This design comes from an exercise in tuning for small area on the open sky130 flow, not from production work.
Only simulation tests tie the RTL to the original design; equivalence was not proved.
Power is estimated from default activity; no workload was simulated.

===== design.v =====
`timescale 1ns/1ps
package ahb_cfg_pkg;
	localparam int DATA_W     = 32;    
	localparam int NUM_SLAVES = 4;
	localparam int CFG_LAST   = 8;     
	localparam int CFG_AW     = $clog2(CFG_LAST + 1);
	localparam logic [2:0] MAX_HSIZE = 3'd2;
	localparam logic [NUM_SLAVES*DATA_W-1:0] RESET_BASE = {
		32'h8c00_0000,
		32'h8800_0000,
		32'h8400_0000,
		32'h8000_0000
	};
	localparam logic [NUM_SLAVES*DATA_W-1:0] RESET_SIZE = {NUM_SLAVES{32'h0000_03ff}};
	localparam logic [1:0] IDLE   = 2'b00;
	localparam logic [1:0] BUSY   = 2'b01;
	localparam logic [1:0] NONSEQ = 2'b10;
	localparam logic [1:0] SEQ    = 2'b11;
	localparam logic [1:0] OKAY  = 2'b00;
	localparam logic [1:0] ERROR = 2'b10;
	localparam logic [1:0] RESP_OK        = 2'd0;
	localparam logic [1:0] RESP_ERR_FIRST = 2'd1;
	localparam logic [1:0] RESP_ERR_LAST  = 2'd2;
endpackage
`timescale 1ns/1ps
module ahb_config_bridge
(
	input  logic        Hclk,
	input  logic        Hresetn,
	input  logic [1:0]  Htrans,
	input  logic [2:0]  Hsize,
	input  logic        Hwrite,
	input  logic [31:0] Haddr,
	input  logic [31:0] Hwdata,
	input  logic        Hreadyin,
	input  logic        Hreadyout_in,
	output logic [1:0]  Hresp,
	output logic        Hreadyout,
	output logic [3:0]  Pselx_out,
	output logic        valid,
	output logic [31:0] config_reg_data
);
	localparam logic [127:0] RESET_BASE = ahb_cfg_pkg::RESET_BASE;
	localparam logic [127:0] RESET_SIZE = ahb_cfg_pkg::RESET_SIZE;
	logic       err_first;     
	logic       err_last;      
	logic       error_flag;
	logic [1:0] prev_trans;    
	logic [1:0] last_size;     
	logic       last_write;
	logic [3:0] wr_code;       
	logic       ready;         
	logic busy, active, cfg_hit, accept;
	assign busy    = err_first | err_last;
	assign active  = Htrans[1];
	assign cfg_hit = (Haddr[31:4] == 28'd0) && (!Haddr[3] || (Haddr[2:0] == 3'd0));
	assign accept  = Hreadyin && active && !busy;
	logic oversize, misaligned, seq_after_idle, burst_change;
	assign oversize       = Hsize[2] || (Hsize[1] && Hsize[0]);
	assign misaligned     = !cfg_hit && ((Hsize[0] && Haddr[0]) || (Hsize[1] && (Haddr[1] || Haddr[0])));
	assign seq_after_idle = (Htrans == 2'b11) && (prev_trans == 2'b00);
	assign burst_change   = (Htrans == 2'b11) && (prev_trans == 2'b10) &&
		((Hsize[1:0] != last_size) || (Hwrite != last_write));
	always_ff @(posedge Hclk or negedge Hresetn)
	begin
		if (!Hresetn)
		begin
			err_first  <= 1'b0;
			err_last   <= 1'b0;
			error_flag <= 1'b0;
			prev_trans <= 2'b00;
			wr_code    <= 4'd0;
			ready      <= 1'b0;
		end
		else
		begin
			ready      <= 1'b1;
			err_first  <= !busy && error_flag;
			err_last   <= err_first;
			error_flag <= accept && (oversize || misaligned || seq_after_idle || burst_change);
			if (Hreadyin)
				prev_trans <= Htrans;
			if (Hreadyin || error_flag)
				wr_code <= (accept && cfg_hit && Hwrite) ? Haddr[3:0] : 4'd0;
		end
	end
	assign Hresp     = {busy, 1'b0};
	assign Hreadyout = !err_first && (err_last || (active && Hwrite && cfg_hit) || Hreadyout_in);
	assign valid     = accept && !(Hwrite && cfg_hit);
	always_ff @(posedge Hclk)
	begin
		if (accept)
		begin
			last_size  <= {Hsize[2] | Hsize[1], Hsize[2] | Hsize[0]};
			last_write <= Hwrite;
		end
	end
	logic        wr_go;
	logic [31:0] nq   [1:8];
	logic [31:0] rv   [1:8];    
	assign wr_go = Hreadyin && !error_flag && !busy;
	logic [31:0] wd_rv0, wd_rv1;
	assign wd_rv0 = ~(Hwdata & {32{ready}});
	assign wd_rv1 = ~Hwdata & {32{ready}};
	genvar w;
	generate
		for (w = 1; w <= 8; w++)
		begin : g_word
			if (w % 2 == 1)
				assign rv[w] = RESET_BASE[(w/2)*32 +: 32];
			else
				assign rv[w] = RESET_SIZE[(w/2-1)*32 +: 32];
			always_ff @(posedge Hclk)
			begin
				if (!ready || (wr_go && wr_code == 4'(w)))
					nq[w] <= (rv[w] & wd_rv1) | (~rv[w] & wd_rv0);
			end
		end
	endgenerate
	genvar k, i;
	generate
		for (k = 0; k < 4; k++)
		begin : g_win
			logic [31:0] nb, ns, smn;
			logic [32:0] kn, cn, ge;
			assign nb = nq[2*k+1];
			assign ns = nq[2*k+2];
			assign kn[0] = 1'b1;
			assign cn[0] = 1'b1;
			assign ge[0] = 1'b1;
			for (i = 0; i < 32; i++)
			begin : g_bit
				assign smn[i]  = nb[i] ^ ns[i] ^ Haddr[i];
				assign kn[i+1] = (nb[i] & ns[i]) | (nb[i] & Haddr[i]) | (ns[i] & Haddr[i]);
				assign cn[i+1] = (smn[i] & kn[i]) | ((smn[i] | kn[i]) & cn[i]);
				assign ge[i+1] = (Haddr[i] & nb[i]) | ((Haddr[i] | nb[i]) & ge[i]);
			end
			assign Pselx_out[k] = ready ? (!(kn[32] && cn[32]) && ge[32]) :
				((Haddr[31:10] == RESET_BASE[k*32+10 +: 22]) && (Haddr[9:0] != 10'h3ff));
		end
	endgenerate
	logic        rd_en;
	logic [8:1]  rsel;         
	logic [8:1]  csel;         
	logic [31:0] rd_word;
	assign rd_en = accept && cfg_hit && !Hwrite;
	always_comb
	begin
		rd_word = '0;
		for (int j = 1; j <= 8; j++)
		begin
			rsel[j] = rd_en && ready && (Haddr[3:0] == 4'(j));
			csel[j] = rd_en && !ready && (Haddr[3:0] == 4'(j));
			rd_word = rd_word | ({32{rsel[j]}} & ~nq[j]) | ({32{csel[j]}} & rv[j]);
		end
	end
	always_ff @(posedge Hclk or negedge Hresetn)
	begin
		if (!Hresetn)
			config_reg_data <= '0;
		else
			config_reg_data <= rd_word;
	end
endmodule

===== flow/run.sh =====
#!/bin/bash
# Layout flow: the standard ORFS flow (standard.sh) with three changes:
#  - synthesis is the standard flow's script (synth_recipe.tcl, so synth -nofsm -noshare, flatten and the
#    renames are unchanged), but ABC maps the logic with flow/area.abc; flip-flops are mapped
#    by dfflibmap before ABC runs, so the registers are those of the standard synthesis
#  - every input and output port still gets a buffer, of the cell in PORT_BUF
#  - CTS uses clkbuf_8 with small sink clusters and no dummy loads
# Each tool's output is in flow.log and in ORFS's per-step logs under orfs/logs.
set -euo pipefail
W=$(pwd)
F=$W/flow
PORT_BUF=${PORT_BUF:-sky130_fd_sc_hd__buf_1}

sed 's#^  log_cmd abc {\*}\$abc_args#  set abc_args [lreplace $abc_args 1 1 '"$F"'/area.abc]\n  log_cmd abc {*}$abc_args#' \
	"$FLOW_HOME/scripts/synth.tcl" > "$W/my_synth.tcl"
grep -q 'area.abc' "$W/my_synth.tcl"
sed 's#source $::env(SCRIPTS_DIR)/synth.tcl#source '"$W"'/my_synth.tcl#' "$W/synth_recipe.tcl" > "$W/my_synth_recipe.tcl"
grep -q 'my_synth.tcl' "$W/my_synth_recipe.tcl"
sed 's#SYNTH_SCRIPT=[^ ]*#SYNTH_SCRIPT='"$W"'/my_synth_recipe.tcl#' "$W/standard.sh" > "$W/my_standard.sh"
grep -q 'my_synth_recipe.tcl' "$W/my_standard.sh"

export BUFFER_PORTS_ARGS="-buffer_cell $PORT_BUF"
export CTS_ARGS="-sink_clustering_enable -repair_clock_nets -dont_use_dummy_load -buf_list {sky130_fd_sc_hd__clkbuf_8} -sink_clustering_size 16 -sink_clustering_max_diameter 60 -sink_clustering_levels 1"

bash "$W/my_standard.sh" > "$W/flow.log" 2>&1

===== flow/area.abc =====
&get -n
&st
&syn3
&dch
&nf -a -R 1000
&put
topo
stime -c

===== standard.sh =====
#!/bin/bash
# synth_recipe.tcl (not shown) runs the flow's synth.tcl, then flattens the netlist and writes it again
# the make line also repeats each setting of config.mk as NAME=value (left out here)
make -C /OpenROAD-flow-scripts/flow DESIGN_CONFIG=/design/flow/config.mk WORK_HOME=/design/flow/orfs CLKGATE_MAP_FILE= SYNTH_SCRIPT=/design/flow/synth_recipe.tcl "${@:-finish}"

===== config.mk =====
export PLATFORM = sky130hd
export DESIGN_NAME = ahb_config_bridge
export DESIGN_NICKNAME = ahb_config_bridge
export VERILOG_FILES = /design/flow/design.v
export SDC_FILE = /design/flow/constraint.sdc
export NUM_CORES = 4
export LEC_CHECK = 0
export CAP_MARGIN = 20
export CORE_MARGIN = 2
export CORE_UTILIZATION = 65
export SLEW_MARGIN = 20

===== constraint.sdc =====
create_clock -name core_clock -period 10.0 [get_ports {Hclk}]
set_input_delay 2.0000 -clock core_clock [delete_from_list [all_inputs] [get_ports {Hclk}]]
set_output_delay 2.0000 -clock core_clock [all_outputs]
set_load 0.01 [all_outputs]

==> summary.md, run 1 <==
| Metric | Value |
|---|---|
| Status | `timing/DRC/antenna clean` |
| Largest net degree at the start of global routing | `49` |
| Area grow syn2layout | `9.22%` |
| CP Data Required Time | `about 8.0 ns` |
| Global-route wire length before repair | `~72 mm` |
| Placeable Area | `0.0235 mm2` |
| Setup violations, final | `0` |
| Pwr dens | `141 mW/mm2` |
| Clock Tree Root | `clkbuf_8` |
| HP Start | `err_first$_DFF_PN0_` |
| All-layer global routing usage | `around 38%` |
| Setup tns final | `0 ns` |
| Syn_nets | `1334` |
| Vias in the first global route | `12200` |
| Compound-Gate Fraction of Synth Area | `21.0%` |
| RSZ-0062 raised after global routing | `false` |
| Clk_skew | `0.0516 ns` |
| Hold Path Depth | `0` |
| Fmax | `around 110 MHz` |
| Setup CP Type | `input pin to output pin` |
| Leak | `5.38 nW` |
| Synth cell types | `42` |
| GRT overflow | `0` |
| HPWL after detailed placement | `32.2 mm` |
| Initial Utilization | `66.5%` |
| 1st-iter DRT viols | `1972` |
| Post-route ant nets | `0` |
| Minimum clock period | `roughly 9.1 ns` |
| Syn Area/Cell | `roughly 14 um2` |
| Share of layout cells above drive strength 1 | `about 4.7%` |
| DIE WIDTH | `roughly 160 um` |
| Final wirelength | `47.1 mm` |
| Largest family of logic cells by synthesized area | `compound AO/OA/AOI/OAI gates` |
| Max Slew Vio Count | `0` |
| CP startpoint | `Haddr[3]` |
| Worst Hold Class | `flip-flop to flip-flop` |
| R2R depth | `7` |
| CTS hold repair buffers | `0` |
| Boundary pin count | `114` |
| Sequential area share after synthesis | `a little under three fifths` |
| Std cell rows | `56` |
| R2R setup slack | `6.26 ns` |
| Max FO, Critical Path | `12` |
| Post-CTS setup buffer count | `0` |
| Crit path DAT | `7.09 ns` |
| Reg2reg end | `config_reg_data[26]$_DFF_PN0_` |
| Mux contribution to synthesized area | `less than 1%` |
| Worst r2r src | `ready$_DFF_PN0_` |
| Max-cap violations | `0` |
| Die ar. | `0.0253 mm2` |
| Startpoint types | `input pin` |
| Die H | `159 um` |
| Slew headroom | `approximately 32%` |
| Worst-margin pin slew | `1.02 ns` |
| Synth Warn # | `3` |
| Crit path capture type | `output pin` |
| Design Power | `2.41 mW` |
| VDD IR-drop max | `0.121 mV` |
| Vias | `12100` |
| CTS tree | `built` |
| # resized after CTS | `0` |
| Bufs on Longest Clock Path | `3` |
| DR pass1 iterations | `6` |
| Flops & latches, synth | `301` |
| Simple-Gate Fraction of Synth Area | `~5.8%` |
| Hold Path End | `err_last$_DFF_PN0_` |
| Post-Synthesis Cells | `1136` |
| Final Hold Viols | `0` |
| Tcrit/Tclk final | `90.9%` |
| DRC violations left | `0` |
| Via/cell ratio | `between 7 and 8` |
| Final Wtd Congestion | `0.975` |
| Clock latency (worst-skew pair) | `0.60 ns` |
| CTS H-tree lvls | `1` |
| Clock sinks | `301` |
| Buffers on Ports | `between 100 and 150` |
| Nets | `~1500` |
| Synth Area in XOR/XNOR | `0.168%` |
| Initial antenna violation count | `1` |
| DR WL/cell | `29.1 um` |
| Area of the mapped netlist | `0.0157 mm2` |
| Synth Area in Adders | `roughly 16%` |
| Total CTS buffers | `25` |
| Clock Pin Slew Worst Setup and Hold Paths | `~0.1 ns` |
| FILL cells | `~1600` |
-- worst max-delay path: stages --
cell      delay (ns)
buf_1           0.58
fa_1            0.56
o22ai_1         0.16
a31oi_1         0.06
a221oi_1        0.28
o21ai_0         0.14
o221ai_1        0.09
a21oi_1         0.09
a221oi_1        0.34
o21ai_0         0.16
o221ai_1        0.09
a21oi_1         0.10
a221oi_1        0.28
o21ai_0         0.18
o221ai_1        0.10
a21oi_1         0.09
a221oi_1        0.33
o21ai_0         0.20
o221ai_1        0.12
a21oi_1         0.12
a221o_1         0.28
o221ai_1        0.07
a21oi_1         0.08
a21oi_1         0.13
o21a_1          0.17
o21bai_1        0.11
buf_1           0.17
-- sequential cells by signal, indices dropped and copies added (netlist names) --
| name | cells |
|---|---|
| prev_trans | 2 |
| error_flag | 1 |
| last_size | 2 |
| err_last | 1 |
| ready | 1 |
| last_write | 1 |
| config_reg_data | 32 |
| wr_code | 4 |
| nq | 256 |
| err_first | 1 |
-- cell usage after synthesis --
cell type,n,area (um2)
nor4_1,6,37.5
nand3_1,8,40.0
nand4b_1,1,8.76
o21bai_1,1,7.51
or3b_1,2,17.5
and3_1,1,6.26
dfrtp_1,42,1050
fa_1,124,2480
o22ai_1,199,1240
buf_4,2,15.0
edfxtp_1,259,7780
mux2_1,2,22.5
nand2b_1,1,6.26
nor3b_1,1,7.51
a21oi_1,50,250
a221o_1,6,60.1
a22oi_1,75,563
a31oi_1,5,31.3
xnor2_1,3,26.3
nand3b_1,1,7.51
a22o_1,4,35.0
o31ai_1,2,15.0
or3_1,3,18.8
nor3_1,8,40.0
nor2b_1,14,87.6
o21a_1,1,7.51
or2_0,2,12.5
nor2_1,54,203
clkinv_1,20,75.1
and2_0,3,18.8
o41ai_1,1,8.76
o221ai_1,52,455
a21o_1,1,7.51
nand4_1,5,31.3
or4_1,13,97.6
o21ai_0,49,245
conb_1,2,7.51
nand2_1,72,270
a221oi_1,35,307
a211oi_1,1,7.51
a21boi_0,4,30.0
o211a_1,1,10.0
-- per-layer routing --
layer | GRT usage [%] | share of wire, % | up-vias
li1 | - | - | 5060
met5 | 0 | 0 | -
met2 | 57.7 | 45 | 960
met4 | 13.4 | 4.1 | 0
met3 | 9.01 | 12 | 147
met1 | 53.4 | 38 | 5949
-- through the flow --
stage               hold slack (ns)  utilization (%)  setup slack, ns  instances  instance area [um2]
finish                        0.406             72.6            0.911       1617                17100
global route                  0.417             72.6            0.548       1616                17100
CTS                           0.411             72.5            0.787       1615                17100
detailed placement            0.402             71.1            0.829       1590                16700
global placement              0.405             71.1            0.876       1590                16700
floorplan                     0.375                -             2.32       1136                15700
-- layout make-up --
cell class	count	area, um2	share of cell area (%)
inverter	20	75.1	0.439
tap	319	399	2.33
clock buffer	25	344	2.01
multi-input combinational	813	6820	39.9
antenna	1	2.50	0.0146
sequential	301	8830	51.6
timing repair buffer	138	624	3.65
-- worst max path at each step --
| stage | endpoint | slack [ns] | cells past startpoint |
|---|---|---|---|
| after floorplan | Pselx_out[2] | 2.32 | 26 |
| after global placement | Pselx_out[1] | 0.88 | 27 |
| after detailed placement | Pselx_out[1] | 0.83 | 27 |
| after CTS | Pselx_out[1] | 0.79 | 27 |
| after global routing | Pselx_out[3] | 0.55 | 28 |
| final | Pselx_out[1] | 0.91 | 27 |
-- report_power, final --
part / switching (mW) / internal (mW)
sequential: 0.0482 / 1.42
combinational: 0.214 / 0.132
clock: 0.373 / 0.223
total: 0.635 / 1.77
-- kinds of logic (layout without fill, tap and decap cells) --
family / count (synthesis) / count (layout)
simple gates: 195 / 195
mux: 2 / 2
flops: 301 / 301
fa+ha+maj: 124 / 124
compound gates: 487 / 487
buf+inv: 22 / 183
xor+xnor: 3 / 3
other cells: 2 / 3
-- placed cells by master (no fill, tap or decap), types with 8 or more instances in the layout --
cell type  instances
o21ai_0           42
fa_1             124
dfrtp_1           41
buf_1            111
edfxtp_1         259
clkinv_1          20
o22ai_1          199
a221oi_1          35
or4_1             13
buf_4             25
clkbuf_8          25
nand3_1            8
a22oi_1           75
nor3_1             8
a21oi_1           50
o221ai_1          52
nor2_1            54
nand2_1           72
nor2b_1           14
==> run 2, diff against run 1 <==
--- a/config.mk
+++ b/config.mk
@@ -7,5 +7,5 @@
 export LEC_CHECK = 0
 export CAP_MARGIN = 20
 export CORE_MARGIN = 2
-export CORE_UTILIZATION = 65
+export CORE_UTILIZATION = 70
 export SLEW_MARGIN = 20
==> summary.md, run 2 <==
| Metric | Value |
|---|---|
| Post-route ant nets | `0 (unchanged)` |
| 1st-iter DRT viols | `1652 (-16%)` |
| DRC violations left | `0 (unchanged)` |
| Clock Pin Slew Worst Setup and Hold Paths | `0.10 ns (about the same)` |
| CP Data Required Time | `8.00 ns (about the same)` |
| Reg with most FFs | `nq` |
| Clock Tree Root | `clkbuf_8` |
| Vias | `12400 (+2.0%)` |
| Std cell rows | `54 (-3.6%)` |
| Commonest cells after routing, fill and taps aside | `edfxtp_1, o22ai_1, fa_1` |
| Final Wtd Congestion | `0.977 (+0.16%)` |
| Crit path buf inv count | `2 (unchanged)` |
| Minimum clock period | `9.40 ns (+0.311 ns)` |
| Pwr dens | `142 mW/mm2 (+0.84%)` |
| EDFF count, synth | `259 (unchanged)` |
| Worst path slowest cell | `buf_1` |
| DR WL/cell | `29.4 um (+1.2%)` |
| CTS hold repair buffers | `0 (unchanged)` |
| Post-synth top area cell | `edfxtp_1` |
| Placeable Area | `0.0219 mm2 (-7.0%)` |
| RSZ-0062 raised after global routing | `false` |
| Total CTS buffers | `25 (unchanged)` |
| Initial antenna violation count | `1 (unchanged)` |
| Startpoint types | `input pin` |
| Synth area leaders | `edfxtp_1, fa_1, o22ai_1` |
| Clock sinks | `301 (unchanged)` |
| Buffers on Ports | `112 (unchanged)` |
| Tcrit/Tclk final | `94.0% (+3.1 points)` |
| Die ar. | `0.0236 mm2 (-7.0%)` |
| Status | `timing/DRC/antenna clean` |
| Synth top area share | `49.7% (unchanged)` |
| Ys async rst share | `14.0% (unchanged)` |
| Setup tns final | `0 ns (unchanged)` |
| Max FO, Critical Path | `19 (+7)` |
| Initial Utilization | `71.5% (+5.0 points)` |
| Commonest cells post-synth | `edfxtp_1, o22ai_1, fa_1` |
| Vias in the first global route | `12300 (+0.73%)` |
| Area grow syn2layout | `8.71%` |
| Max-cap violations | `0 (unchanged)` |
| CTS H-tree lvls | `1 (unchanged)` |
| Final Hold Viols | `0 (unchanged)` |
| DR pass1 iterations | `6 (unchanged)` |
| Worst r2r src | `err_first$_DFF_PN0_` |
| Post-CTS setup buffer count | `0 (unchanged)` |
| FILL cells | `1394 (-15%)` |
| Largest net degree at the start of global routing | `65 (+33%)` |
| Boundary pin count | `114 (unchanged)` |
| Crit path capture type | `output pin` |
| Synth cell types | `42 (unchanged)` |
| CP top delay family | `compound AO/OA/AOI/OAI gates` |
| Worst Hold Class | `flip-flop to flip-flop` |
| Slowest cell delay on critical path | `0.73 ns (+0.15 ns)` |
| Design Power | `2.42 mW (+0.37%)` |
| Nets | `1494 (-0.20%)` |
| HPWL after detailed placement | `31.4 mm (-2.5%)` |
| GRT overflow | `0 (unchanged)` |
| Bufs on Longest Clock Path | `3 (unchanged)` |
| Clock latency (worst-skew pair) | `0.59 ns (about the same)` |
| Worst-margin pin slew | `1.07 ns (+0.0562 ns)` |
| Setup violations, final | `0 (unchanged)` |
| CP Capture Point | `Pselx_out[3]` |
| Slew headroom | `28.3% (-3.8 points)` |
| R2R setup slack | `6.57 ns (+0.31 ns)` |
| Global-route wire length before repair | `70.7 mm (-1.9%)` |
| All-layer global routing usage | `39.7% (+2.2 points)` |
| Max reg flops | `256 (unchanged)` |
| Most common cell after layout, fill and taps aside | `edfxtp_1` |
| Crit path DAT | `7.40 ns (+0.31 ns)` |
| Post-Synthesis Cells | `1136 (unchanged)` |
| CTS tree | `built` |
| Fmax | `106 MHz (-3.3%)` |
| Area of the mapped netlist | `0.0157 mm2 (unchanged)` |
| Clk_skew | `0.0431 ns (-0.00845 ns)` |
| Sequential area share after synthesis | `56.4% (unchanged)` |
| Syn_nets | `1334 (unchanged)` |
| Synth Flop Type | `edfxtp_1` |
| Via/cell ratio | `7.85 (+4.8%)` |
| Flops & latches, synth | `301 (unchanged)` |
| Top Registers | `nq: 256 flops, config_reg_data: 32 flops, wr_code: 4 flops` |
| Crit. path cell count | `27 (unchanged)` |
| R2R depth | `11 (+4)` |
| Reg2reg end | `config_reg_data[26]$_DFF_PN0_` |
| Synth Warn # | `3 (unchanged)` |
| Share of layout cells above drive strength 1 | `4.48% (-0.22 points)` |
| VDD IR-drop max | `0.139 mV (+14%)` |
| DIE WIDTH | `154 um (-3.5%)` |
| Setup CP Type | `input pin to output pin` |
| # resized after CTS | `0 (unchanged)` |
| Leak | `5.36 nW (-0.32%)` |
| Final wirelength | `46.4 mm (-1.5%)` |
| Most instantiated library cell after synthesis | `edfxtp_1` |
| CP startpoint | `Haddr[2]` |
| Die H | `154 um (-3.5%)` |
| Max Slew Vio Count | `0 (unchanged)` |
| Syn Area/Cell | `13.8 um2 (unchanged)` |
[run 2: cell families after synthesis]
family	count (synthesis)	synth area share [%]
AOI/OAI and AO/OA	487	21.0
xor gates and xnor gates	3	0.168
adders and majority gates	124	15.9
buffers and inverters	22	0.575
DFF	301	56.4
muxes	2	0.144
other	2	0.0480
and+or+nand+nor	195	5.82
[run 2: report_power, final]
group	internal [mW]	total [mW]	switching, mW
clock network	0.223	0.603	0.381
logic	0.132	0.350	0.219
registers	1.42	1.46	0.0456
[run 2: stage by stage]
stage	utilization (%)	hold slack [ns]	std cells	cell area [um2]	setup slack, ns
floorplan	-	0.375	1136	15700	2.32
global placement	76.2	0.405	1549	16700	0.961
detailed placement	76.2	0.408	1549	16700	0.826
CTS	77.7	0.441	1574	17000	0.801
global route	77.7	0.461	1574	17000	0.183
finish	77.7	0.442	1575	17000	0.600
[run 2: how the worst min path moves through the flow]
stage                        start                 end  slack, ns  cells past startpoint
3_3_place_gp   err_first$_DFF_PN0_  err_last$_DFF_PN0_       0.41                      0
6_report       err_first$_DFF_PN0_  err_last$_DFF_PN0_       0.44                      0
5_1_grt        err_first$_DFF_PN0_  err_last$_DFF_PN0_       0.46                      0
2_1_floorplan  err_first$_DFF_PN0_  err_last$_DFF_PN0_       0.38                      0
4_1_cts        err_first$_DFF_PN0_  err_last$_DFF_PN0_       0.44                      0
3_5_place_dp   err_first$_DFF_PN0_  err_last$_DFF_PN0_       0.41                      0
[run 2: layer usage]
metal	track usage [%]	routed length, um	vias up
met5	0	0	-
met1	55.7	16500	5995
met2	60.5	21300	1114
li1	-	-	5048
met3	10.5	6420	206
met4	16.3	2180	0
[run 2: layout make-up]
class	instances	area, um2	share of cell area (%)
repair buffers	135	594	3.49
diodes	1	2.50	0.0147
multi-input cells	813	6820	40.1
flip-flops and latches	301	8830	51.9
well taps	280	350	2.06
inverters	20	75.1	0.441
clock buffers	25	344	2.02
==> run 3, diff against run 2 <==
--- a/config.mk
+++ b/config.mk
@@ -7,5 +7,5 @@
 export LEC_CHECK = 0
 export CAP_MARGIN = 20
 export CORE_MARGIN = 2
-export CORE_UTILIZATION = 70
+export CORE_UTILIZATION = 75
 export SLEW_MARGIN = 20
==> summary.md, run 3 <==
| Metric | Value |
|---|---|
| Diodes inserted | `0 (-1)` |
| Clock Pin Slew Worst Setup and Hold Paths | `0.09 ns (about the same)` |
| DR WL/cell | `30.0 um (+2.0%)` |
| 1st-iter DRT viols | `2131 (+29%)` |
| Max Slew Vio Count | `0 (unchanged)` |
| VDD IR-drop max | `0.154 mV (+11%)` |
| Placeable Area | `0.0204 mm2 (-7.0%)` |
| Startpoint types | `input pin` |
| Total CTS buffers | `23 (-8.0%)` |
| Most instantiated library cell after synthesis | `edfxtp_1` |
| Minimum clock period | `9.55 ns (+0.151 ns)` |
| Nets | `1494 (unchanged)` |
| Tcrit/Tclk final | `95.5% (+1.5 points)` |
| Area grow syn2layout | `8.58%` |
| Top Registers | `nq: 256 flops, config_reg_data: 32 flops, wr_code: 4 flops` |
| Vias in the first global route | `12600 (+1.9%)` |
| Post-Synthesis Cells | `1136 (unchanged)` |
| Crit path DAT | `7.55 ns (+0.15 ns)` |
| Pwr dens | `141 mW/mm2 (-0.62%)` |
| Leak | `5.36 nW (about the same)` |
| Reg with most FFs | `nq` |
| Flops & latches, synth | `301 (unchanged)` |
| Clock sinks | `301 (unchanged)` |
| Max FO, Critical Path | `14 (-5)` |
| Crit path capture type | `output pin` |
| Setup violations, final | `0 (unchanged)` |
| Largest net degree at the start of global routing | `64 (-1.5%)` |
| CP Data Required Time | `8.00 ns (about the same)` |
| EDFF count, synth | `259 (unchanged)` |
| DRC violations left | `0 (unchanged)` |
| Setup tns final | `0 ns (unchanged)` |
| Share of layout cells above drive strength 1 | `4.48% (unchanged)` |
| Buffers on Ports | `112 (unchanged)` |
| Syn_nets | `1334 (unchanged)` |
| Hold Path Depth | `0 (unchanged)` |
| Initial Utilization | `76.9% (+5.4 points)` |
| Inst Count DP | `1541 (-0.52%)` |
| DIE WIDTH | `148 um (-3.3%)` |
| Clock Tree Root | `clkbuf_8` |
| Vias | `12600 (+2.2%)` |
| Boundary pin count | `114 (unchanged)` |
| Initial antenna violation count | `0 (-1)` |
| Fmax | `105 MHz (-1.6%)` |
| Most common cell after layout, fill and taps aside | `edfxtp_1` |
| Commonest cells post-synth | `edfxtp_1, o22ai_1, fa_1` |
| Synth Flop Type | `edfxtp_1` |
| Final Hold Viols | `0 (unchanged)` |
| Post-route ant nets | `0 (unchanged)` |
| Via/cell ratio | `8.08 (+2.9%)` |
| CTS H-tree lvls | `1 (unchanged)` |
| Syn Area/Cell | `13.8 um2 (unchanged)` |
| Final Wtd Congestion | `0.998 (+2.1%)` |
| Max reg flops | `256 (unchanged)` |
| Worst Hold Class | `flip-flop to flip-flop` |
| CTS tree | `built` |
| Slew headroom | `17.7% (-11 points)` |
| Global-route wire length before repair | `72.1 mm (+2.0%)` |
| Std cell rows | `52 (-3.7%)` |
| Max-cap violations | `0 (unchanged)` |
| DR pass1 iterations | `9 (+3)` |
| Synth cell types | `42 (unchanged)` |
| CTS hold repair buffers | `0 (unchanged)` |
| Post-CTS setup buffer count | `0 (unchanged)` |
| Synth area leaders | `edfxtp_1, fa_1, o22ai_1` |
| Clock latency (worst-skew pair) | `0.61 ns (+0.02 ns)` |
| R2R setup slack | `6.36 ns (-0.21 ns)` |
| Post-synth top area cell | `edfxtp_1` |
| All-layer global routing usage | `44.0% (+4.3 points)` |
| Status | `timing/DRC/antenna clean` |
| Setup CP Type | `input pin to output pin` |
| Worst-margin pin slew | `1.23 ns (+0.158 ns)` |
| Die ar. | `0.0220 mm2 (-6.5%)` |
| HPWL after detailed placement | `31.8 mm (+1.3%)` |
| Ys async rst share | `14.0% (unchanged)` |
| Synth top area share | `49.7% (unchanged)` |
| Cell Count, Final, Fillers Out | `1564 (-0.70%)` |
| Final wirelength | `47.0 mm (+1.3%)` |
| # resized after CTS | `0 (unchanged)` |
| Clk_skew | `0.0559 ns (+0.0128 ns)` |
| RSZ-0062 raised after global routing | `false` |
| Area of the mapped netlist | `0.0157 mm2 (unchanged)` |
| Die H | `148 um (-3.3%)` |
| Synth Warn # | `3 (unchanged)` |
| R2R depth | `7 (-4)` |
| Sequential area share after synthesis | `56.4% (unchanged)` |
| Bufs on Longest Clock Path | `3 (unchanged)` |
| GRT overflow | `0 (unchanged)` |
| Commonest cells after routing, fill and taps aside | `edfxtp_1, o22ai_1, fa_1` |
-- run 3: cell types whose count changed in the layout (fill, tap and decap cells not counted), sizes merged --
cell and delta:
buf +2, diode -1, clkbuf -2
-- run 3: layer usage --
layer | GRT usage, % | vias to the layer above | routed length (um)
met5 | 0 | - | 0
met4 | 21.1 | 0 | 2860
met3 | 9.36 | 288 | 7350
met2 | 67.1 | 1361 | 21400
met1 | 62.3 | 5948 | 15400
li1 | - | 5034 | -
-- run 3: per-stage QoR --
step / power, mW / utilization [%] / area, um2 / worst slack [ns] / hold WS [ns]
finish: 2.40 / 83.5 / 17000 / 0.448 / 0.427
global route: 2.47 / 83.5 / 17000 / 0.239 / 0.438
CTS: 2.38 / 83.5 / 17000 / 0.764 / 0.427
detailed placement: 1.83 / 81.9 / 16700 / 0.834 / 0.408
global placement: 1.81 / 81.8 / 16700 / 1.12 / 0.397
floorplan: 1.68 / - / 15700 / 2.32 / 0.375
-- run 3: final cells by class --
class,instances,area [um2]
multi-input cells,813,6820
well taps,270,338
clock buffers,23,317
flip-flops and latches,301,8830
repair buffers,137,617
fillers,1093,3370
inverters,20,75.1
-- run 3: final timing paths --
kind	startpoint	endpoint
worst max register to register	ready$_DFF_PN0_	config_reg_data[4]$_DFF_PN0_
worst min-delay path	err_first$_DFF_PN0_	err_last$_DFF_PN0_
worst min register to register	err_first$_DFF_PN0_	err_last$_DFF_PN0_
max in group asynchronous	Hresetn	ready$_DFF_PN0_
worst max-delay path	Haddr[3]	Pselx_out[3]
min in group asynchronous	Hresetn	config_reg_data[11]$_DFF_PN0_
-- run 3: kinds of logic after synthesis --
group / share of synthesized area (%)
other cells: 0.0480
flops: 56.4
fa+ha+maj: 15.9
xor+xnor: 0.168
buf+inv: 0.575
simple gates: 5.82
mux: 0.144
compound gates: 21.0
-- run 3: critical path, stage by stage --
cell and delay [ns]:
buf_1 0.31, buf_4 0.31, fa_1 0.56, o22ai_1 0.08
a31oi_1 0.15, a221oi_1 0.07, o21ai_0 0.27, o221ai_1 0.17
a21oi_1 0.20, a221oi_1 0.07, o21ai_0 0.23, o221ai_1 0.17
a21oi_1 0.21, a221oi_1 0.07, o21ai_0 0.35, o221ai_1 0.22
a21oi_1 0.23, a221oi_1 0.11, o21ai_0 0.30, o221ai_1 0.18
a21oi_1 0.28, a221o_1 0.18, o221ai_1 0.11, a21oi_1 0.15
a21oi_1 0.08, o221ai_1 0.21, o21ai_0 0.13, buf_1 0.17
-- run 3: report_power, final --
group,total [mW],internal (mW),switching [mW]
clock network,0.580,0.206,0.374
logic,0.356,0.132,0.224
registers,1.46,1.42,0.0458
total,2.40,1.76,0.644
==> run 4, diff against run 3 <==
--- a/config.mk
+++ b/config.mk
@@ -7,5 +7,5 @@
 export LEC_CHECK = 0
 export CAP_MARGIN = 20
 export CORE_MARGIN = 2
-export CORE_UTILIZATION = 75
+export CORE_UTILIZATION = 80
 export SLEW_MARGIN = 20
==> summary.md, run 4 <==
| Metric | Value |
|---|---|
| CTS H-tree lvls | `1 (unchanged)` |
| Vias | `13300 (+5.2%)` |
| Final Wtd Congestion | `0.995 (-0.31%)` |
| Std cell rows | `51 (-1.9%)` |
| RSZ-0062 raised after global routing | `false` |
| Largest family of logic cells by synthesized area | `compound AO/OA/AOI/OAI gates` |
| Fmax | `103 MHz (-1.6%)` |
| Die ar. | `0.0207 mm2 (-6.1%)` |
| Commonest cells after routing, fill and taps aside | `edfxtp_1, o22ai_1, fa_1` |
| VDD IR-drop max | `0.148 mV (-4.0%)` |
| Worst Hold Class | `flip-flop to flip-flop` |
| Combinational power share | `15.1% (+0.3 points)` |
| Synth cell types | `42 (unchanged)` |
| Clock Pin Slew Worst Setup and Hold Paths | `0.10 ns (about the same)` |
| CP Data Required Time | `8.00 ns (about the same)` |
| Ys async rst share | `14.0% (unchanged)` |
| Share of layout cells above drive strength 1 | `4.86% (+0.38 points)` |
| Met3 usage | `19.1% (+9.8 points)` |
| Clock latency (worst-skew pair) | `0.59 ns (-0.02 ns)` |
| DR pass1 iterations | `10 (+1)` |
| Setup tns final | `0 ns (unchanged)` |
| Die H | `144 um (-3.1%)` |
| Most instantiated library cell after synthesis | `edfxtp_1` |
| Vias in the first global route | `13300 (+6.0%)` |
| DIE WIDTH | `144 um (-3.1%)` |
| Hold Path Depth | `0 (unchanged)` |
| Crit path capture type | `output pin` |
| Pwr dens | `143 mW/mm2 (+1.5%)` |
| Area of the mapped netlist | `0.0157 mm2 (unchanged)` |
| Post-Synthesis Cells | `1136 (unchanged)` |
| Clock Tree Root | `clkbuf_8` |
| CP startpoint | `Haddr[1]` |
| Register share of total power | `60.1% (-0.9 points)` |
| GRT overflow | `0 (unchanged)` |
| Commonest cells post-synth | `edfxtp_1, o22ai_1, fa_1` |
| Synth area leaders | `edfxtp_1, fa_1, o22ai_1` |
| Synth Warn # | `3 (unchanged)` |
| Max-cap violations | `0 (unchanged)` |
| CTS hold repair buffers | `0 (unchanged)` |
| Synth Area in XOR/XNOR | `0.168% (unchanged)` |
| Clock Power Share | `24.7% (+0.5 points)` |
| Slew headroom | `18.7% (+1.0 points)` |
| Max FO, Critical Path | `19 (+5)` |
| Worst r2r src | `ready$_DFF_PN0_` |
| CTS tree | `built` |
| Reg2reg end | `config_reg_data[9]$_DFF_PN0_` |
| Total CTS buffers | `24 (+4.3%)` |
| Post-route ant nets | `0 (unchanged)` |
| Setup violations, final | `0 (unchanged)` |
| R2R setup slack | `6.22 ns (-0.14 ns)` |
| DR WL/cell | `32.1 um (+6.8%)` |
| Syn_nets | `1334 (unchanged)` |
| EDFF count, synth | `259 (unchanged)` |
| Most common cell after layout, fill and taps aside | `edfxtp_1` |
| Buffers on Ports | `112 (unchanged)` |
| Final Hold Viols | `0 (unchanged)` |
| Initial Utilization | `81.0% (+4.1 points)` |
| Max Slew Vio Count | `0 (unchanged)` |
| Worst path slowest cell | `fa_1` |
| Crit-path most repeated cell | `a21oi_1` |
| Sw Ratio | `27.5% (+0.69 points)` |
| Reg with most FFs | `nq` |
| Layout Utilization | `88.0% (+4.5 points)` |
| Flops & latches, synth | `301 (unchanged)` |
| Most Crowded Layer GR | `met2` |
| Syn Area/Cell | `13.8 um2 (unchanged)` |
| Synth Area in Adders | `15.9% (unchanged)` |
| Clk_skew | `0.0678 ns (+0.0119 ns)` |
| DRC violations left | `0 (unchanged)` |
| Cell Int Power | `1.77 mW (+0.63%)` |
| Nets | `1495 (+0.067%)` |
| Clock sinks | `301 (unchanged)` |
| Startpoint types | `input pin` |
| Minimum clock period | `9.70 ns (+0.151 ns)` |
| R2R depth | `7 (unchanged)` |
| Post-synth top area cell | `edfxtp_1` |
| Via/cell ratio | `8.52 (+5.4%)` |
| Top Registers | `nq: 256 flops, config_reg_data: 32 flops, wr_code: 4 flops` |
| Mux contribution to synthesized area | `0.144% (unchanged)` |
| Crit path DAT | `7.70 ns (+0.15 ns)` |
| All-layer global routing usage | `50.6% (+6.6 points)` |
| Setup CP Type | `input pin to output pin` |
| Bufs on Longest Clock Path | `3 (unchanged)` |
| Max reg flops | `256 (unchanged)` |
| Status | `timing/DRC/antenna clean` |
| Synth Flop Type | `edfxtp_1` |
| Initial antenna violation count | `4 (+4)` |
| Met2 GRT Util | `73.4% (+6.4 points)` |
| Simple-Gate Fraction of Synth Area | `5.82% (unchanged)` |
| Slowest cell delay on critical path | `0.54 ns (-0.02 ns)` |
| Boundary pin count | `114 (unchanged)` |
| Worst-margin pin slew | `1.22 ns (-0.0144 ns)` |
| Sequential area share after synthesis | `56.4% (unchanged)` |
| HPWL after detailed placement | `32.8 mm (+3.1%)` |
| Area grow syn2layout | `8.71%` |
| GRT met1 Usage | `65.2% (+2.9 points)` |
| Leak | `5.37 nW (+0.20%)` |
| Global-route wire length before repair | `76.1 mm (+5.6%)` |
| Post-CTS setup buffer count | `0 (unchanged)` |
| Largest net degree at the start of global routing | `51 (-20%)` |
| Tcrit/Tclk final | `97.0% (+1.5 points)` |
| Compound-Gate Fraction of Synth Area | `21.0% (unchanged)` |
| Final wirelength | `50.1 mm (+6.6%)` |
| 1st-iter DRT viols | `2572 (+21%)` |
| Switch Pwr | `0.671 mW (+4.2%)` |
| CP Capture Point | `Pselx_out[1]` |
| Placeable Area | `0.0193 mm2 (-5.1%)` |
| Synth top area share | `49.7% (unchanged)` |
## run 4: cell types whose count changed in the layout (fill, tap and decap cells not counted), sizes merged
cell / delta
clkbuf: +2
buf: -1
diode: +1
## run 4: metrics by stage
step	instances	hold WS [ns]	worst slack [ns]	total power, mW	area (um2)
floorplan	1136	0.375	2.32	1.68	15700
global placement	1536	0.400	0.971	1.81	16700
detailed placement	1536	0.398	0.501	1.83	16700
CTS	1560	0.434	0.417	2.40	17000
global route	1560	0.439	0.00447	2.49	17000
finish	1561	0.433	0.297	2.44	17000
## run 4: area by class of cell
type	count	area (um2)
sequential	301	8830
multi-input combinational	813	6840
fill	891	2320
timing repair buffer	137	611
tap	265	332
clock buffer	24	330
inverter	20	75.1
antenna	1	2.50
## run 4: repair_timing
action                                  CTS  global route
resized for setup                         0             6
endpoints found under the setup margin    0             1
endpoints found under the hold margin     0             0
## run 4: kinds of logic (layout without fill, tap and decap cells)
group                      after synthesis  count (layout)
DFF                                    301             301
AOI/OAI and AO/OA                      487             487
other                                    2               3
adders and majority gates              124             124
muxes                                    2               2
buffers and inverters                   22             181
xor gates and xnor gates                 3               3
and+or+nand+nor                        195             195
## run 4: power groups by stage
| stage | sequential (mW) | clock [mW] | combinational, mW |
|---|---|---|---|
| 2_1_floorplan | 1.48 | 0 | 0.195 |
| 3_3_place_gp | 1.49 | 0 | 0.322 |
| 3_5_place_dp | 1.49 | 0 | 0.340 |
| 4_1_cts | 1.46 | 0.588 | 0.349 |
| 5_1_grt | 1.47 | 0.631 | 0.394 |
| 6_report | 1.47 | 0.603 | 0.369 |
## run 4: how the worst min path moves through the flow
stage / start / end / slack, ns
4_1_cts: err_first$_DFF_PN0_ / err_last$_DFF_PN0_ / 0.43
5_1_grt: err_first$_DFF_PN0_ / err_last$_DFF_PN0_ / 0.44
2_1_floorplan: err_first$_DFF_PN0_ / err_last$_DFF_PN0_ / 0.38
3_3_place_gp: err_first$_DFF_PN0_ / err_last$_DFF_PN0_ / 0.40
3_5_place_dp: err_first$_DFF_PN0_ / err_last$_DFF_PN0_ / 0.40
6_report: err_first$_DFF_PN0_ / err_last$_DFF_PN0_ / 0.43
## run 4: critical path, delay by kind of cell
kind / cells / cell delay, ns
AO/OA/AOI/OAI: 24 / 4.37
adder cells (fa/ha/maj): 1 / 0.54
buffers and inverters: 4 / 0.75
## run 4: per-layer routing
| layer | routed length, um | share of wire, % |
|---|---|---|
| met4 | 3910 | 7.8 |
| met2 | 22300 | 44 |
| met5 | 36 | 0.072 |
| met1 | 15300 | 31 |
| met3 | 8560 | 17 |
==> run 5, diff against run 4 <==
--- a/flow/run.sh
+++ b/flow/run.sh
@@ -20,6 +20,6 @@
 grep -q 'my_synth_recipe.tcl' "$W/my_standard.sh"
 
 export BUFFER_PORTS_ARGS="-buffer_cell $PORT_BUF"
-export CTS_ARGS="-sink_clustering_enable -repair_clock_nets -dont_use_dummy_load -buf_list {sky130_fd_sc_hd__clkbuf_8} -sink_clustering_size 16 -sink_clustering_max_diameter 60 -sink_clustering_levels 1"
+export CTS_ARGS="-sink_clustering_enable -repair_clock_nets -dont_use_dummy_load -buf_list {sky130_fd_sc_hd__clkbuf_8} -sink_clustering_size 20 -sink_clustering_max_diameter 60 -sink_clustering_levels 1"
 
 bash "$W/my_standard.sh" > "$W/flow.log" 2>&1
--- a/config.mk
+++ b/config.mk
@@ -7,5 +7,5 @@
 export LEC_CHECK = 0
 export CAP_MARGIN = 20
 export CORE_MARGIN = 2
-export CORE_UTILIZATION = 80
+export CORE_UTILIZATION = 60
 export SLEW_MARGIN = 20
==> summary.md, run 5 <==
| Metric | Value |
|---|---|
| Boundary pin count | `114 (unchanged)` |
| Slowest cell delay on critical path | `0.62 ns (+0.08 ns)` |
| Area of the mapped netlist | `0.0157 mm2 (unchanged)` |
| Max reg flops | `256 (unchanged)` |
| Max Slew Vio Count | `0 (unchanged)` |
| Synth top area share | `49.7% (unchanged)` |
| DR WL/cell | `28.7 um (-11%)` |
| DR pass1 iterations | `6 (-4)` |
| Post-route ant nets | `0 (unchanged)` |
| CTS hold repair buffers | `0 (unchanged)` |
| RSZ-0062 raised after global routing | `false` |
| Clock Tree Root | `clkbuf_8` |
| Setup CP Type | `input pin to output pin` |
| Final Hold Viols | `0 (unchanged)` |
| Largest net degree at the start of global routing | `57 (+12%)` |
| Buffers on Ports | `112 (unchanged)` |
| HPWL after detailed placement | `30.8 mm (-6.1%)` |
| Clk_skew | `0.0709 ns (+0.00317 ns)` |
| All-layer global routing usage | `35.2% (-15 points)` |
| Seq. cell area | `0.00883 mm2 (unchanged)` |
| Synth area leaders | `edfxtp_1, fa_1, o22ai_1` |
| Design Power | `2.43 mW (-0.42%)` |
| CTS H-tree lvls | `1 (unchanged)` |
| Setup tns final | `0 ns (unchanged)` |
| Post-CTS setup buffer count | `0 (unchanged)` |
| Synth Warn # | `3 (unchanged)` |
| CTS tree | `built` |
| VDD IR-drop max | `0.148 mV (+0.43%)` |
| Most common cell after layout, fill and taps aside | `edfxtp_1` |
| Crit path DAT | `7.07 ns (-0.63 ns)` |
| Slew headroom | `27.0% (+8.3 points)` |
| Area of the multi-input gates | `0.00682 mm2 (-0.24%)` |
| Setup violations, final | `0 (unchanged)` |
| EDFF count, synth | `259 (unchanged)` |
| Status | `timing/DRC/antenna clean` |
| Total CTS buffers | `26 (+8.3%)` |
| CP top delay family | `compound AO/OA/AOI/OAI gates` |
| Commonest cells after routing, fill and taps aside | `edfxtp_1, o22ai_1, fa_1` |
| Std cell rows | `59 (+16%)` |
| Initial antenna violation count | `0 (-4)` |
| Die H | `166 um (+15%)` |
| Fmax | `110 MHz (+6.9%)` |
| Worst path slowest cell | `fa_1` |
| Clock sinks | `301 (unchanged)` |
| Diodes inserted | `0 (-1)` |
| Crit-path most repeated cell | `a21oi_1` |
| Cell Count, Final, Fillers Out | `1636 (+4.8%)` |
| Minimum clock period | `9.07 ns (-0.628 ns)` |
| Crit path capture type | `output pin` |
| Most instantiated library cell after synthesis | `edfxtp_1` |
| Area grow syn2layout | `9.51%` |
| Share of layout cells above drive strength 1 | `5.00% (+0.13 points)` |
| DRC violations left | `0 (unchanged)` |
| Final Wtd Congestion | `0.890 (-11%)` |
| Vias in the first global route | `11800 (-12%)` |
| Placeable Area | `0.0258 mm2 (+34%)` |
| Via/cell ratio | `7.36 (-14%)` |
| Startpoint types | `input pin` |
| Max-cap violations | `0 (unchanged)` |
| Synth Flop Type | `edfxtp_1` |
| # resized after CTS | `0 (unchanged)` |
| Global-route wire length before repair | `70.5 mm (-7.4%)` |
| Tcrit/Tclk final | `90.7% (-6.3 points)` |
| Crit path buf inv count | `3 (-1)` |
| Top Registers | `nq: 256 flops, config_reg_data: 32 flops, wr_code: 4 flops` |
| Max FO, Critical Path | `5 (-14)` |
| Bufs on Longest Clock Path | `3 (unchanged)` |
| Vias | `12000 (-9.4%)` |
| GRT overflow | `0 (unchanged)` |
| Nets | `1501 (+0.40%)` |
| Final wirelength | `47.0 mm (-6.3%)` |
| Sequential area share after synthesis | `56.4% (unchanged)` |
| Ys async rst share | `14.0% (unchanged)` |
| Flops & latches, synth | `301 (unchanged)` |
| Die ar. | `0.0274 mm2 (+32%)` |
| Reg with most FFs | `nq` |
| Initial Utilization | `60.6% (-20 points)` |
| 1st-iter DRT viols | `1636 (-36%)` |
| Synth cell types | `42 (unchanged)` |
| FILL cells | `1983 (+120%)` |
| Post-Synthesis Cells | `1136 (unchanged)` |
| CP Data Required Time | `8.00 ns (about the same)` |
| Leak | `5.40 nW (+0.51%)` |
| Post-synth top area cell | `edfxtp_1` |
| Pwr dens | `142 mW/mm2 (-1.1%)` |
| Clock Pin Slew Worst Setup and Hold Paths | `0.11 ns (about the same)` |
| Syn_nets | `1334 (unchanged)` |
| DIE WIDTH | `166 um (+15%)` |
| Clock latency (worst-skew pair) | `0.61 ns (+0.02 ns)` |
| Commonest cells post-synth | `edfxtp_1, o22ai_1, fa_1` |
| Inst Count DP | `1610 (+4.8%)` |
| Worst-margin pin slew | `1.09 ns (-0.124 ns)` |
| Worst Hold Class | `flip-flop to flip-flop` |
| Syn Area/Cell | `13.8 um2 (unchanged)` |
| WHS | `0.435 ns (+0.00207 ns)` |
-- run 5: stage by stage --
step                util, %  worst slack [ns]  area [um2]
floorplan                 -              2.32       15700
CTS                    66.3              1.02       17100
detailed placement     65.0              1.06       16800
global route           66.3             0.549       17100
global placement       65.0              1.05       16800
finish                 66.3             0.925       17100
-- run 5: where the power goes --
group	total (mW)	switching, mW	internal [mW]
clock network	0.615	0.384	0.231
registers	1.46	0.0450	1.42
logic	0.349	0.216	0.133
total	2.43	0.645	1.78
-- run 5: worst register-to-register path, delay by kind of cell (launching register included) --
family | cells | cell delay [ns]
AND/OR/NAND/NOR | 9 | 2.15
buffers and inverters | 2 | 0.68
flip-flops | 1 | 0.41
AO/OA/AOI/OAI | 1 | 0.23
-- run 5: cells by family (layout without fill, tap and decap cells) --
group           after synthesis  after routing  share of synthesized area, %
compound gates              487            487                          21.0
xor+xnor                      3              3                         0.168
fa+ha+maj                   124            124                          15.9
buf+inv                      22            187                         0.575
flops                       301            301                          56.4
mux                           2              2                         0.144
other cells                   2              2                        0.0480
simple gates                195            195                          5.82
-- run 5: path summary, 6_finish.rpt --
check                                                     end           startpoint  depth (start not counted)  slack (ns)
worst min-delay path                       err_last$_DFF_PN0_  err_first$_DFF_PN0_                          0        0.44
worst min register to register             err_last$_DFF_PN0_  err_first$_DFF_PN0_                          0        0.44
min in group asynchronous       config_reg_data[11]$_DFF_PN0_              Hresetn                          2        1.51
worst max-delay path                             Pselx_out[1]             Haddr[1]                         28        0.93
worst max register to register  config_reg_data[22]$_DFF_PN0_   err_last$_DFF_PN0_                         12        6.45
max in group asynchronous           prev_trans[1]$_DFFE_PN0P_              Hresetn                          2        7.95
-- run 5: metal layers --
metal  wire length (um)  track usage, %
met1              18200            50.2
met2              21600            54.8
met4               1890            12.3
met5                  0               0
met3               5300            6.89
-- run 5: final cells by class --
class | count | share of cell area [%]
clock buffer | 26 | 2.09
inverter | 20 | 0.438
multi-input combinational | 813 | 39.8
sequential | 301 | 51.5
tap | 335 | 2.45
timing repair buffer | 141 | 3.73
==> run 6, diff against run 5 <==
--- a/design.v
+++ b/design.v
@@ -99,9 +99,6 @@
 	logic [31:0] nq   [1:8];
 	logic [31:0] rv   [1:8];    
 	assign wr_go = Hreadyin && !error_flag && !busy;
-	logic [31:0] wd_rv0, wd_rv1;
-	assign wd_rv0 = ~(Hwdata & {32{ready}});
-	assign wd_rv1 = ~Hwdata & {32{ready}};
 	genvar w;
 	generate
 		for (w = 1; w <= 8; w++)
@@ -113,7 +110,7 @@
 			always_ff @(posedge Hclk)
 			begin
 				if (!ready || (wr_go && wr_code == 4'(w)))
-					nq[w] <= (rv[w] & wd_rv1) | (~rv[w] & wd_rv0);
+					nq[w] <= ready ? ~Hwdata : ~rv[w];
 			end
 		end
 	endgenerate
==> flow/area.abc (replaced) <==
&get -n
&st
&syn2
&dch
&nf -a -R 1000
&st
&syn2
&dch
&nf -a -R 1000
&put
topo
stime -c
--- a/config.mk
+++ b/config.mk
@@ -8,4 +8,5 @@
 export CAP_MARGIN = 20
 export CORE_MARGIN = 2
 export CORE_UTILIZATION = 60
+export PLACE_DENSITY = 0.75
 export SLEW_MARGIN = 20
==> summary.md, run 6 <==
| Metric | Value |
|---|---|
| Reg with most FFs | `nq` |
| Sw Ratio | `26.6% (+0.058 points)` |
| Crit-path most repeated cell | `o21ai_0` |
| Synth Warn # | `3 (unchanged)` |
| Area of the multi-input gates | `0.00693 mm2 (+1.5%)` |
| Largest net degree at the start of global routing | `44 (-23%)` |
| Max FO, Critical Path | `11 (+6)` |
| Hold Path Depth | `0 (unchanged)` |
| Total CTS buffers | `25 (-3.8%)` |
| Worst Hold Class | `flip-flop to flip-flop` |
| Slowest cell delay on critical path | `0.45 ns (-0.17 ns)` |
| Clock Pin Slew Worst Setup and Hold Paths | `0.11 ns (about the same)` |
| Initial Utilization | `60.7% (+0.14 points)` |
| Minimum clock period | `9.72 ns (+0.646 ns)` |
| HPWL after detailed placement | `31.7 mm (+3.0%)` |
| Die H | `166 um (+0.25%)` |
| Std cell rows | `59 (unchanged)` |
| VDD IR-drop max | `0.154 mV (+3.8%)` |
| Most instantiated library cell after synthesis | `edfxtp_1` |
| Crit path DAT | `7.72 ns (+0.65 ns)` |
| Clock Tree Root | `clkbuf_8` |
| Clock latency (worst-skew pair) | `0.61 ns (about the same)` |
| R2R setup slack | `6.04 ns (-0.41 ns)` |
| Area of the mapped netlist | `0.0157 mm2 (+0.52%)` |
| Inst Count DP | `1639 (+1.8%)` |
| Post-route ant nets | `0 (unchanged)` |
| R2R depth | `7 (-5)` |
| Final Hold Viols | `0 (unchanged)` |
| Bufs on Longest Clock Path | `3 (unchanged)` |
| Top Registers | `nq: 256 flops, config_reg_data: 32 flops, wr_code: 4 flops` |
| 1st-iter DRT viols | `1795 (+9.7%)` |
| Global-route wire length before repair | `72.3 mm (+2.6%)` |
| Final wirelength | `47.1 mm (+0.23%)` |
| Share of layout cells above drive strength 1 | `4.44% (-0.56 points)` |
| Pwr dens | `140 mW/mm2 (-0.84%)` |
| Clk_skew | `0.0674 ns (-0.00349 ns)` |
| HP Start | `err_first$_DFF_PN0_` |
| Post-CTS setup buffer count | `0 (unchanged)` |
| Sequential area share after synthesis | `56.1% (-0.29 points)` |
| FILL cells | `1934 (-2.5%)` |
| DR pass1 iterations | `6 (unchanged)` |
| DRC violations left | `0 (unchanged)` |
| Initial antenna violation count | `1 (+1)` |
| # resized after CTS | `0 (unchanged)` |
| Switch Pwr | `0.643 mW (-0.42%)` |
| Max reg flops | `256 (unchanged)` |
| Synth cell types | `39 (-7.1%)` |
| Register share of total power | `60.8% (+0.5 points)` |
| Design Power | `2.41 mW (-0.63%)` |
| Post-synth top area cell | `edfxtp_1` |
| Boundary pin count | `114 (unchanged)` |
| Vias in the first global route | `12100 (+3.4%)` |
| Syn Area/Cell | `13.4 um2 (-2.5%)` |
| Commonest cells post-synth | `edfxtp_1, o22ai_1, fa_1` |
| Worst r2r src | `ready$_DFF_PN0_` |
| Tcrit/Tclk final | `97.2% (+6.5 points)` |
| CP Data Required Time | `8.00 ns (about the same)` |
| CTS hold repair buffers | `0 (unchanged)` |
| Flops & latches, synth | `301 (unchanged)` |
| Max-cap violations | `0 (unchanged)` |
| Reg2reg end | `config_reg_data[27]$_DFF_PN0_` |
| DR WL/cell | `28.3 um (-1.5%)` |
| Setup tns final | `0 ns (unchanged)` |
| Commonest cells after routing, fill and taps aside | `edfxtp_1, o22ai_1, fa_1` |
| Hold Path End | `err_last$_DFF_PN0_` |
| Setup slack at placement | `0.693 ns (-0.368 ns)` |
| Max Slew Vio Count | `0 (unchanged)` |
| All-layer global routing usage | `34.5% (-0.72 points)` |
| Placeable Area | `0.0259 mm2 (+0.29%)` |
| Status | `timing/DRC/antenna clean` |
| CTS H-tree lvls | `1 (unchanged)` |
| Post-Synthesis Cells | `1171 (+3.1%)` |
| Worst path slowest cell | `buf_1` |
| Buffers on Ports | `112 (unchanged)` |
| Slew headroom | `26.3% (-0.67 points)` |
| Crit. path cell count | `31 (+11%)` |
| CP top delay family | `compound AO/OA/AOI/OAI gates` |
| Post-route worst setup slack | `0.279 ns (-0.646 ns)` |
| Clock Power Share | `25.0% (-0.3 points)` |
| Fmax | `103 MHz (-6.6%)` |
| RSZ-0062 raised after global routing | `false` |
| Crit path buf inv count | `4 (+1)` |
| Ys async rst share | `14.0% (unchanged)` |
| Leak | `5.40 nW (about the same)` |
| Seq. cell area | `0.00883 mm2 (about the same)` |
| Via/cell ratio | `7.32 (-0.51%)` |
| GRT overflow | `0 (unchanged)` |
| CTS tree | `built` |
| Syn_nets | `1369 (+2.6%)` |
| Synth top area share | `49.4% (-0.26 points)` |
| Worst-margin pin slew | `1.10 ns (+0.00821 ns)` |
| Clock sinks | `301 (unchanged)` |
| Cell Int Power | `1.77 mW (-0.71%)` |
| Synth Flop Type | `edfxtp_1` |
| Nets | `1529 (+1.9%)` |
| Most common cell after layout, fill and taps aside | `edfxtp_1` |
| Synth area leaders | `edfxtp_1, fa_1, o22ai_1` |
| EDFF count, synth | `259 (unchanged)` |
| Setup CP Type | `input pin to output pin` |
| Setup violations, final | `0 (unchanged)` |
| Final Wtd Congestion | `0.945 (+6.2%)` |
| Area grow syn2layout | `9.17%` |
| Cell Count, Final, Fillers Out | `1665 (+1.8%)` |
| Startpoint types | `input pin` |
| DIE WIDTH | `166 um (+0.25%)` |
| Crit path capture type | `output pin` |
| Die ar. | `0.0275 mm2 (+0.51%)` |
| Combinational power share | `14.2% (-0.2 points)` |
| Vias | `12200 (+1.3%)` |
-- run 6: worst max path at each step --
stage               slack, ns      endpoint  startpoint
floorplan                2.16  Pselx_out[0]    Haddr[1]
global placement         0.73  Pselx_out[2]    Haddr[2]
detailed placement       0.69  Pselx_out[2]    Haddr[2]
CTS                      0.64  Pselx_out[2]    Haddr[2]
global route             0.03  Pselx_out[2]    Haddr[2]
finish                   0.28  Pselx_out[2]    Haddr[2]
-- run 6: power groups by stage --
stage | Combinational, mW | Sequential (mW) | Clock [mW]
global placement | 0.326 | 1.49 | 0
global route | 0.376 | 1.47 | 0.650
finish | 0.342 | 1.47 | 0.603
detailed placement | 0.330 | 1.49 | 0
CTS | 0.334 | 1.47 | 0.608
floorplan | 0.194 | 1.48 | 0
-- run 6: per-layer routing --
metal,GRT usage [%],part of all wire [%],vias up
met5,0,0,-
met4,15.0,5.1,0
met3,7.20,12,189
met2,51.6,45,976
met1,49.8,38,5919
li1,-,-,5108
-- run 6: cell families after synthesis --
| kind of cell | Yosys count | synth area share (%) |
|---|---|---|
| AO/OA/AOI/OAI | 475 | 20.1 |
| multiplexers | 3 | 0.286 |
| XOR/XNOR | 3 | 0.167 |
| adder cells (fa/ha/maj) | 127 | 16.0 |
| buffers and inverters | 18 | 0.477 |
| other | 2 | 0.0477 |
| AND/OR/NAND/NOR | 242 | 6.85 |
| flip-flops | 301 | 56.1 |
-- run 6: final cells by class --
cell class	count	share of cell area [%]
Inverter	16	0.350
Tap cell	335	2.44
Sequential cell	301	51.4
Clock buffer	25	2.00
Timing Repair Buffer	135	3.46
Antenna cell	1	0.0146
Multi-Input combinational cell	852	40.3
-- run 6: worst reg2reg max path, cell delays in order (launching register included) --
cell      delay [ns]
dfrtp_4         0.74
buf_4           0.64
nand3_1         0.26
nor3b_1         0.69
nand3_1         0.65
buf_4           0.50
o221ai_1        0.27
or4_1           0.14
-- run 6: through the flow --
step / util [%] / cell area, um2 / hold slack (ns)
5_1_grt: 66.3 / 17200 / 0.428
2_1_floorplan: - / 15700 / 0.375
3_3_place_gp: 65.0 / 16800 / 0.391
3_5_place_dp: 65.0 / 16800 / 0.400
6_report: 66.3 / 17200 / 0.415
4_1_cts: 66.3 / 17200 / 0.417

-- afterwards: timing with drivers on the ports --
How much do the figures lean on ideal ports? The routed layouts below were timed once more, with nothing changed but the port constraints. Step 1: set_driving_cell puts a clkbuf_16 on Hclk and a buf_2 on each other input, an assumption about the parent block. Step 2, shift: input delay + t, output delay - t, t = (earliest + latest rising clock arrival at the registers) / 2. This alone moves slack from input paths to output paths. a / b / c = no drivers / after step 1 / after step 2; a / b = the first two.
run | t, ns | setup WS [ns] | worst setup path at the end | slew at the worst register clock pin (ns) | worst slew at a driven data input, ns
run 1 | 0.617 | 0.911 / 0.871 / 0.871 | input to output | 0.11 / 0.11 | 0.07
run 2 | 0.615 | 0.600 / 0.557 / 0.557 | input to output | 0.10 / 0.10 | 0.07
run 3 | 0.623 | 0.448 / 0.419 / 0.419 | input to output | 0.11 / 0.11 | 0.05
run 4 | 0.615 | 0.297 / 0.275 / 0.275 | input to output | 0.11 / 0.11 | 0.07
run 5 | 0.623 | 0.925 / 0.893 / 0.893 | input to output | 0.12 / 0.12 | 0.04
run 6 | 0.627 | 0.279 / 0.253 / 0.253 | input to output | 0.11 / 0.11 | 0.07
After both steps setup and hold are still met in every run listed. The setup slack of run 2, which loses most, moves by -0.043 ns with the drivers and by -0.043 ns with both steps.
